This design comes from an exercise in tuning for small area and a short achievable clock period on the open sky130 flow, not from production work. RTL that was checked went through simulation tests only; none was proved equivalent to the original. Power and IR drop assume default switching activity.

==> flow/design.v (excerpt) <==
module router_lpm_mc #(
   parameter int unsigned N_CH   = 4,
   parameter int unsigned DEPTH  = 16,
   parameter int unsigned PORT_W = 16,
   parameter int unsigned IP_W   = 32,
   localparam int unsigned CH_W  = (N_CH > 1) ? $clog2(N_CH) : 1,
   localparam int unsigned IDX_W = (DEPTH > 1) ? $clog2(DEPTH) : 1
) (
   input  logic                 clk,
   input  logic                 rst,
   input  logic [N_CH-1:0]      lkp_valid,
   output logic [N_CH-1:0]      lkp_ready,
   input  logic [N_CH*IP_W-1:0] lkp_dst_ip,
   output logic                 resp_valid,
   input  logic                 resp_ready,
   output logic [CH_W-1:0]      resp_ch,
   output logic                 resp_found,
   output logic                 resp_is_default,
   output logic [IDX_W-1:0]     resp_idx,
   output logic [PORT_W-1:0]    resp_out_port,
   output logic [IP_W-1:0]      resp_next_hop_ip,
   input  logic                 cfg_wr,
   input  logic [IDX_W-1:0]     cfg_idx,
   input  logic                 cfg_entry_valid,
   input  logic [IP_W-1:0]      cfg_prefix,
   input  logic [5:0]           cfg_prefix_len,
   input  logic [PORT_W-1:0]    cfg_out_port,
   input  logic [IP_W-1:0]      cfg_next_hop_ip,
   input  logic                 cfg_clear,
   output logic [31:0]          stat_lookups,
   output logic [31:0]          stat_misses
);
Size in the first run: about 4200 cells after synthesis, roughly 1500 flip-flops, roughly 350 I/O pins, roughly 61000 um2 of cells after synthesis.
clock: 29.0 ns
lec_check: 0
abc_area: 1
cap_margin: 20
core_margin: 2
core_utilization: 55
place_density: 0.7
slew_margin: 20
buffer_ports_args: -buffer_cell sky130_fd_sc_hd__buf_1
post_global_place_tcl: /design/flow/flow/port_buffers.tcl
cts_args: -sink_clustering_enable -repair_clock_nets -buf_list {sky130_fd_sc_hd__clkbuf_16} -root_buf sky130_fd_sc_hd__clkbuf_16 -sink_clustering_size 28 -sink_clustering_max_diameter 100 -dont_use_dummy_load
standard.sh (not shown) runs the stock make flow with config.mk's settings and CLKGATE_MAP_FILE= SYNTH_SCRIPT=/design/flow/synth_recipe.tcl, a recipe that flattens the netlist after the stock synthesis.
==> flow/flow/run.sh <==
#!/bin/bash
# Layout flow: the standard flow (standard.sh), with two changes.
#  1. Synthesis runs ORFS's own synthesis script except for the final ABC mapping: the
#     combinational cone of the lkp_ready outputs is mapped first, on its own, with a
#     speed script (abc_fast.script); the rest is then mapped with an area script
#     (abc_area.script) and without the half-adder extraction step. The registers come out
#     of the same steps as in the standard synthesis.
#  2. extra.mk adds ORFS settings: the port buffer cell, the clock tree options and a hook
#     (port_buffers.tcl) that enlarges the buffers on the lkp_ready path's ports.
# Each step's full output goes to a log file here; ORFS's own logs are under orfs/logs.
set -euo pipefail
WORK=$(pwd)
FL=$WORK/flow

# synth_core.tcl: ORFS's synth.tcl with the abc call replaced as described above
python3 - "$FLOW_HOME/scripts/synth.tcl" "$WORK/synth_core.tcl" <<'PY'
import sys
s = open(sys.argv[1]).read()
old = "  log_cmd abc {*}$abc_args\n"
assert s.count(old) == 1
new = """  select -set my_cone o:lkp_ready %cie* {t:$_*_} %i
  select -count @my_cone
  log_cmd abc -script $::env(MY_FAST_SCRIPT) {*}$lib_args {*}$lib_dont_use_args \\
    -constr $::env(OBJECTS_DIR)/abc.constr @my_cone
  log_cmd abc -script $::env(MY_ABC_SCRIPT) {*}$lib_args {*}$lib_dont_use_args \\
    -constr $::env(OBJECTS_DIR)/abc.constr
"""
open(sys.argv[2], "w").write(s.replace(old, new))
PY

sed "s|\$(FLOW_DIR_OF_VERSION)|$FL|" "$FL/extra.mk" >> config.mk

sed "s#SYNTH_SCRIPT=[^ ]*#SYNTH_SCRIPT=$FL/my_synth.tcl MY_FLOW_DIR=$WORK MY_ABC_SCRIPT=$FL/abc_area.script MY_FAST_SCRIPT=$FL/abc_fast.script#" \
    standard.sh > my_standard.sh
grep -q "MY_ABC_SCRIPT" my_standard.sh

bash my_standard.sh synth ADDER_MAP_FILE= > synth.log 2>&1
bash my_standard.sh finish > layout.log 2>&1
test -f out/final.def
Other scripts of this flow, unchanged in this note and not shown: flow/flow/abc_area.script, flow/flow/abc_fast.script, flow/flow/extra.mk, flow/flow/my_synth.tcl, flow/flow/port_buffers.tcl
==> next run, changes <==
--- a/flow/design.v
+++ b/flow/design.v
@@ -145,68 +145,41 @@
       end
       assign match[i] = valid & ~|miss & ~miss_lo;
    end
    function automatic logic len_gt(input logic [5:0] a, input logic [5:0] b);
       len_gt = 1'b0;
       for (int unsigned k = 0; k < 6; k++)
          len_gt = (a[k] & ~b[k]) | (~(a[k] ^ b[k]) & len_gt);
    endfunction
-   localparam int unsigned GS = 4;
-   localparam int unsigned NG = DEPTH / GS;
-   localparam int unsigned NN = 2 * NG - 1;
+   localparam int unsigned NN = 2 * DEPTH - 1;
    logic             t_hit [NN];
    logic             t_win [NN];
    logic [5:0]       t_len [NN];
    logic [IDX_W-1:0] t_idx [NN];
-   logic [DEPTH-1:0] win;
-   for (genvar g = 0; g < NG; g++) begin : g_grp
-      logic [GS-1:0] m, w;
-      logic [GS-1:0] beats [GS];    
-      assign m = match[g*GS +: GS];
-      always_comb begin
-         for (int unsigned i = 0; i < GS; i++) begin
-            beats[i] = '0;
-            for (int unsigned j = i + 1; j < GS; j++)
-               beats[i][j] = ~len_gt(tbl_code_q[g*GS+j], tbl_code_q[g*GS+i]);
-         end
-         for (int unsigned i = 0; i < GS; i++) begin
-            w[i] = m[i];
-            for (int unsigned j = 0; j < GS; j++) begin
-               if (j < i) w[i] = w[i] & ~(m[j] & beats[j][i]);
-               if (j > i) w[i] = w[i] & ~(m[j] & ~beats[i][j]);
-            end
-         end
-      end
-      assign t_hit[NG-1+g] = |m;
-      always_comb begin
-         t_len[NG-1+g] = '0;
-         t_idx[NG-1+g] = '0;
-         for (int unsigned i = 0; i < GS; i++) begin
-            if (w[i]) t_len[NG-1+g] = t_len[NG-1+g] | tbl_code_q[g*GS+i];
-            if (w[i]) t_idx[NG-1+g] = t_idx[NG-1+g] | IDX_W'(g*GS+i);
-         end
-      end
-      assign win[g*GS +: GS] = w & {GS{t_win[NG-1+g]}};
-   end
-   for (genvar n = NG - 2; n >= 0; n--) begin : g_node
+   for (genvar i = 0; i < DEPTH; i++) begin : g_leaf
+      assign t_hit[DEPTH-1+i] = match[i];
+      assign t_len[DEPTH-1+i] = tbl_code_q[i];
+      assign t_idx[DEPTH-1+i] = IDX_W'(i);
+   end
+   for (genvar n = DEPTH - 2; n >= 0; n--) begin : g_node
       logic pick_b;
       assign pick_b       = t_hit[2*n+2] & (~t_hit[2*n+1] | len_gt(t_len[2*n+2], t_len[2*n+1]));
       assign t_hit[n]     = t_hit[2*n+1] | t_hit[2*n+2];
       assign t_len[n]     = pick_b ? t_len[2*n+2] : t_len[2*n+1];
       assign t_idx[n]     = pick_b ? t_idx[2*n+2] : t_idx[2*n+1];
       assign t_win[2*n+1] = t_win[n] & ~pick_b;
       assign t_win[2*n+2] = t_win[n] & pick_b;
    end
    assign t_win[0] = t_hit[0];
    logic [DW-1:0] win_dat;
    always_comb begin
       win_dat = '0;
       for (int unsigned i = 0; i < DEPTH; i++)
-         if (win[i]) win_dat = win_dat | tbl_data_q[i];
+         if (t_win[DEPTH-1+i]) win_dat = win_dat | tbl_data_q[i];
    end
    logic             resp_valid_q, resp_found_q, resp_dflt_q;
    logic [CH_W-1:0]  resp_ch_q;
    logic [IDX_W-1:0] resp_idx_q;
    logic [DW-1:0]    resp_dat_q;
    logic [31:0]      stat_lookups_q, stat_misses_q;
    always_ff @(posedge clk) begin
       if (rst)         resp_valid_q <= 1'b0;
The changed run finished with timing, DRC and antenna clean.
Area after synthesis went down by 1.2%.
Via count decreases by 2.6%.
Final area shrinks by 1.2%.
Routed wire length went up by 2.5%.
Die area falls by 1.1%.
Sequential share of layout area rose by 0.78 points.
Core utilization climbs by 0.12 points.
Total power went up by 2.8%.
Worst setup slack gains 0.015 ns.
Cell count decreases by 3.5%.
Non-clock buffer count drops by 9.
Count of clock-buffer cells in the layout rose by 1.
Clock skew came out lower by 0.010 ns.
Worst hold slack is about the same.
For the first run of this note, only the layout was checked, not whether the RTL still works.

## afterwards: timing with drivers on the ports
The results above use ideal ports. As a check the final layouts listed here were re-extracted and re-timed, cells and wires unchanged.
Step 1 sets driving cells, clkbuf_16 on the clock port and buf_2 on the other inputs (assumed; they add their load-dependent delay and slew).
Step 2 also shifts input and output timing later by t, the mid clock arrival at the registers, as if the neighbouring blocks saw the same clock.
a / b / c = ideal ports / drivers / drivers and shift; a / b = the first two.
run	t (ns)	setup WS [ns]	worst setup path after step 2	clock arrival spread, ns	worst register clock-pin slew, ns
the first run	0.770	16.780 / 16.756 / 16.756	input to output	0.092 / 0.092	0.12 / 0.12
the second run	0.781	16.794 / 16.765 / 16.765	input to output	0.079 / 0.080	0.12 / 0.12
After both steps setup and hold are still met in every run listed. For the second run, which loses most, drivers alone change the setup slack by -0.029 ns; drivers and shift together by -0.029 ns.
